Context: an optimization exercise on an open-source flow, tuned for small area, a short achievable clock period and few clock cycles per item. The choices shown serve that exercise and are no tape-out recipe.
At most, simulation tests tie the RTL to the original design; equivalence was not proved.

Setup of v6:
==> flow/design.v <==
`timescale 1ns / 1ps
`default_nettype none
package akmt_pkg;
    localparam int CMD_W        = 3;
    localparam int KEY_FIELD_W  = 56;
    localparam int SLOT_FIELD_W = 5;
    localparam int STATUS_W     = 2;
    localparam int S_TDATA_W    = 64;
    localparam int M_TDATA_W    = 64;
    localparam int M_PAD_W      = M_TDATA_W - 1 - STATUS_W - 1 - KEY_FIELD_W;
    localparam int DEF_SLOTS    = 16;
    localparam int DEF_KEY_BITS = 56;
    typedef enum logic [CMD_W-1:0] {
        CMD_SET_MASTER   = 3'd0,
        CMD_ADD          = 3'd1,
        CMD_CHECK        = 3'd2,
        CMD_CHECK_MASTER = 3'd3,
        CMD_REMOVE       = 3'd4,
        CMD_READ_SLOT    = 3'd5
    } t_cmd;
    typedef enum logic [STATUS_W-1:0] {
        ST_OK    = 2'd0,
        ST_FULL  = 2'd1,
        ST_RANGE = 2'd2
    } t_status;
    typedef struct packed {
        logic [M_PAD_W-1:0]     pad;
        logic [KEY_FIELD_W-1:0] entry_key;
        logic                   entry_valid;
        t_status                status;
        logic                   granted;
    } t_mres;
    typedef enum logic [2:0] {
        C_JUMP,
        C_DISPATCH,
        C_EMPTY_OR_LAST,
        C_LAST,
        C_OUT_FREE
    } t_cond;
    typedef logic [3:0] t_upc;
    localparam t_upc U_IDLE = 4'd0;
    localparam t_upc U_SETM = 4'd1;
    localparam t_upc U_ADD  = 4'd2;
    localparam t_upc U_CHK  = 4'd3;
    localparam t_upc U_REM  = 4'd4;
    localparam t_upc U_MST  = 4'd5;
    localparam t_upc U_RDS  = 4'd6;
    localparam t_upc U_TAIL = 4'd7;
    localparam t_upc U_DONE = 4'd8;
    typedef struct packed {
        logic  in_rdy;
        logic  rd;
        logic  cmp;
        logic  clr;
        logic  cap;
        logic  wr;
        logic  add;
        logic  oor_chk;
        logic  idx_inc;
        logic  done;
        t_cond cond;
        t_upc  target;
    } t_ctrl;
    typedef struct packed {
        logic accept;
        logic empty;
        logic last;
        logic out_free;
    } t_flags;
endpackage
`default_nettype wire
`timescale 1ns / 1ps
`default_nettype none
module access_key_match_table
(
    input  logic        i_clk,
    input  logic        i_rst_n,
    input  logic        i_s_axis_tvalid,
    output logic        o_s_axis_tready,
    input  logic [63:0] i_s_axis_tdata,    
    input  logic [2:0]  i_s_axis_tuser,    
    output logic        o_m_axis_tvalid,
    input  logic        i_m_axis_tready,
    output logic [63:0] o_m_axis_tdata     
);
    localparam int SLOTS = 16;
    localparam int KW    = 56;
    logic          r_a_valid;
    logic [KW-1:0] r_a_key;
    logic [3:0]    r_a_slot;
    logic          r_a_oor;
    logic          r_a_setm;
    logic          r_a_add;
    logic          r_a_chk;
    logic          r_a_mst;
    logic          r_a_rem;
    logic          r_a_rds;
    logic             r_b_valid;
    logic [SLOTS-1:0] r_b_eq_lo;   
    logic [SLOTS-1:0] r_b_eq_hi;   
    logic [SLOTS-1:0] r_b_sel;     
    logic             r_b_range;   
    logic             r_b_add;
    logic             r_b_cmp;     
    logic             r_b_mst;
    logic             r_b_rem;
    logic             r_b_setm;
    logic          r_o_valid;
    logic          r_o_granted;
    logic [1:0]    r_o_status;
    logic          r_o_evalid;
    logic [KW-1:0] r_o_ekey;
    logic [KW-1:0]    r_mem [SLOTS];
    logic [SLOTS-1:0] r_valid;
    logic [SLOTS-1:0] w_valid_n;   
    logic r_rst_n;      
    logic r_ok;         
    logic w_acc;
    logic w_exec;
    logic w_move;
    logic w_a_valid_n;
    logic w_b_valid_n;
    logic w_o_valid_n;
    assign w_exec          = r_b_valid && (!r_o_valid || i_m_axis_tready);
    assign w_move          = r_a_valid && (!r_b_valid || !r_o_valid || i_m_axis_tready);
    assign o_s_axis_tready = i_rst_n && (r_ok || i_m_axis_tready);
    assign w_acc           = i_s_axis_tvalid && o_s_axis_tready;
    assign w_a_valid_n = w_acc || (r_rst_n && r_a_valid && !w_move);
    assign w_b_valid_n = r_rst_n && (w_move || (r_b_valid && !w_exec));
    assign w_o_valid_n = i_rst_n && r_rst_n && (w_exec || (r_o_valid && !i_m_axis_tready));
    always_ff @(posedge i_clk) begin
        r_rst_n   <= i_rst_n;
        r_ok      <= !(w_a_valid_n && w_b_valid_n && w_o_valid_n);
        r_a_valid <= w_a_valid_n;
        r_b_valid <= w_b_valid_n;
        r_o_valid <= w_o_valid_n;
    end
    always_ff @(posedge i_clk) begin
        if (w_acc) begin
            r_a_key  <= i_s_axis_tdata[KW-1:0];
            r_a_slot <= i_s_axis_tdata[59:56];
            r_a_oor  <= i_s_axis_tdata[60];
            r_a_setm <= (i_s_axis_tuser == 3'd0);
            r_a_add  <= (i_s_axis_tuser == 3'd1);
            r_a_chk  <= (i_s_axis_tuser == 3'd2);
            r_a_mst  <= (i_s_axis_tuser == 3'd3);
            r_a_rem  <= (i_s_axis_tuser == 3'd4);
            r_a_rds  <= (i_s_axis_tuser == 3'd5);
        end
    end
    logic [SLOTS-1:0] w_eq_lo;
    logic [SLOTS-1:0] w_eq_hi;
    always_comb begin
        for (int j = 0; j < SLOTS; j++) begin
            w_eq_lo[j] = (r_mem[j][27:0]  == r_a_key[27:0]);
            w_eq_hi[j] = (r_mem[j][55:28] == r_a_key[55:28]);
        end
    end
    always_ff @(posedge i_clk) begin
        if (w_move) begin
            r_b_eq_lo <= w_eq_lo;
            r_b_eq_hi <= w_eq_hi;
            for (int j = 0; j < SLOTS; j++) begin
                r_b_sel[j] <= r_a_rds && !r_a_oor && (r_a_slot == 4'(j)) && w_valid_n[j];
            end
            r_b_range <= r_a_rds && r_a_oor;
            r_b_add  <= r_a_add;
            r_b_cmp  <= r_a_chk || r_a_rem;
            r_b_mst  <= r_a_mst;
            r_b_rem  <= r_a_rem;
            r_b_setm <= r_a_setm;
        end
    end
    logic [SLOTS-1:0] w_match;
    logic [SLOTS-1:0] w_free_first;
    logic [SLOTS-1:0] w_set;
    logic [SLOTS-1:0] w_valid_x;    
    logic [SLOTS-1:0] w_wr;
    logic             w_full;
    logic [SLOTS-1:0] w_rsel;
    logic [KW-1:0]    w_rkey;
    logic             w_granted;
    logic [1:0]       w_status;
    logic             w_evalid;
    assign w_match      = r_valid & r_b_eq_lo & r_b_eq_hi;
    assign w_full       = &r_valid;
    assign w_free_first = ~r_valid & (r_valid + 1'b1);
    assign w_set        = ({SLOTS{r_b_add}} & w_free_first) |
                          {{(SLOTS-1){1'b0}}, r_b_setm};
    assign w_valid_x    = r_b_valid ? ((r_valid & ~({SLOTS{r_b_rem}} & w_match)) | w_set)
                                    : r_valid;
    assign w_valid_n    = w_exec ? w_valid_x : r_valid;
    assign w_rsel = r_b_sel;
    always_comb begin
        w_rkey = '0;
        for (int j = 0; j < SLOTS; j++) begin
            w_rkey = w_rkey | ({KW{w_rsel[j]}} & r_mem[j]);
        end
    end
    assign w_granted = (r_b_cmp && (|w_match)) || (r_b_mst && w_match[0]);
    assign w_status  = {r_b_range, r_b_add && w_full};
    assign w_evalid  = |w_rsel;
    always_comb begin
        for (int j = 0; j < SLOTS; j++) begin
            w_wr[j] = w_move && ((r_a_add && !w_valid_x[j]) || (r_a_setm && j == 0));
        end
    end
    always_ff @(posedge i_clk) begin
        for (int j = 0; j < SLOTS; j++) begin
            if (w_wr[j]) begin
                r_mem[j] <= r_a_key;
            end
        end
    end
    always_ff @(posedge i_clk) begin
        if (!r_rst_n) begin
            r_valid <= '0;
        end else begin
            r_valid <= w_valid_n;
        end
    end
    always_ff @(posedge i_clk) begin
        if (w_exec) begin
            r_o_granted <= w_granted;
            r_o_status  <= w_status;
            r_o_evalid  <= w_evalid;
            r_o_ekey    <= w_rkey;
        end
    end
    assign o_m_axis_tvalid = r_o_valid;
    assign o_m_axis_tdata  = {4'b0000, r_o_ekey, r_o_evalid, r_o_status, r_o_granted};
endmodule
`default_nettype wire
export LEC_CHECK = 0
export CAP_MARGIN = 20
export CORE_MARGIN = 2
export CORE_UTILIZATION = 50
export CTS_CLUSTER_DIAMETER = 100
export CTS_CLUSTER_SIZE = 20
export SETUP_SLACK_MARGIN = 2.6
export SLEW_MARGIN = 20
create_clock -name core_clock -period 5.0 [get_ports {i_clk}]
run.sh (not shown) runs the stock make flow with config.mk's settings and CLKGATE_MAP_FILE= SYNTH_SCRIPT=/design/flow/synth_recipe.tcl, a recipe that flattens the netlist after the stock synthesis.
Testbench counts of v6, summed over its fixed seeds: cycles 8,024, items 8,000.
The following lists how v7 was set up differently from v6:
-- flow/design.v --
<<< v6, line 97
    logic          r_a_rds;
    logic             r_b_valid;
    logic [SLOTS-1:0] r_b_eq_lo;   
    logic [SLOTS-1:0] r_b_eq_hi;   
    logic [SLOTS-1:0] r_b_sel;     
    logic             r_b_range;   
>>> v7, line 97
    logic          r_a_rds;
    logic             r_b_valid;
    logic [3:0][SLOTS-1:0] r_b_eq;  
    logic [SLOTS-1:0] r_b_sel;     
    logic             r_b_range;   
<<< v6, line 149
        end
    end
    logic [SLOTS-1:0] w_eq_lo;
    logic [SLOTS-1:0] w_eq_hi;
    always_comb begin
        for (int j = 0; j < SLOTS; j++) begin
            w_eq_lo[j] = (r_mem[j][27:0]  == r_a_key[27:0]);
            w_eq_hi[j] = (r_mem[j][55:28] == r_a_key[55:28]);
        end
    end
    always_ff @(posedge i_clk) begin
        if (w_move) begin
            r_b_eq_lo <= w_eq_lo;
            r_b_eq_hi <= w_eq_hi;
            for (int j = 0; j < SLOTS; j++) begin
                r_b_sel[j] <= r_a_rds && !r_a_oor && (r_a_slot == 4'(j)) && w_valid_n[j];
>>> v7, line 148
        end
    end
    logic [3:0][SLOTS-1:0] w_eq;
    always_comb begin
        for (int q = 0; q < 4; q++) begin
            for (int j = 0; j < SLOTS; j++) begin
                w_eq[q][j] = (r_mem[j][14*q +: 14] == r_a_key[14*q +: 14]);
            end
        end
    end
    always_ff @(posedge i_clk) begin
        if (w_move) begin
            r_b_eq    <= w_eq;
            for (int j = 0; j < SLOTS; j++) begin
                r_b_sel[j] <= r_a_rds && !r_a_oor && (r_a_slot == 4'(j)) && w_valid_n[j];
<<< v6, line 183
    logic [1:0]       w_status;
    logic             w_evalid;
    assign w_match      = r_valid & r_b_eq_lo & r_b_eq_hi;
    assign w_full       = &r_valid;
    assign w_free_first = ~r_valid & (r_valid + 1'b1);
>>> v7, line 181
    logic [1:0]       w_status;
    logic             w_evalid;
    assign w_match      = r_valid & r_b_eq[0] & r_b_eq[1] & r_b_eq[2] & r_b_eq[3];
    assign w_full       = &r_valid;
    assign w_free_first = ~r_valid & (r_valid + 1'b1);
Findings:
v7: PASS, flow complete, no timing, DRC or antenna violations
Comparing slack of the critical path for v7 and v6, the bigger number came from v7.
Going from v6 to v7, I/O pin count saw little to no change; design area saw a decrease; minimum period implied by the final worst setup slack saw a decrease.
Going from v6 to v7, global-route track usage on met1 shrinks by 9.2 points.
v7 vs v6 on number of distinct library cells after synthesis: v7 is the higher one.
Going from v6 to v7, the total number of multi-input combinational cells was found to have gone up by about 2.4%.
Only the layout flow was run in v7; the RTL was not checked for function there.

afterwards: timing with drivers on the ports:
No port has a modelled driver above. Below, the same layouts with a new extraction and two added sets of constraints.
Step 1 sets driving cells, clkbuf_16 on the clock port and buf_2 on the other inputs (assumed; they add their load-dependent delay and slew).
Step 2 adds t to the input delays and takes it off the output delays; t is the mean of the earliest and latest rising clock arrival at the registers after step 1. Input paths then give back, and output paths get back, about the clock's delay inside the block.
Slacks: no drivers / after step 1 / after step 2; pairs: no drivers / after step 1.
| run | shift t [ns] | setup slack, ns | worst data-port slew with drivers (ns) | pins driven straight from the clock port |
|---|---|---|---|---|
| v6 | 0.772 | 2.458 / 2.458 / 1.997 | 0.07 | 1 |
| v7 | 0.728 | 2.544 / 2.544 / 1.955 | 0.05 | 1 |
After both steps every run listed still meets setup and hold. For v7, which loses most, drivers alone change the setup slack by 0.000 ns; drivers and shift together by -0.589 ns.
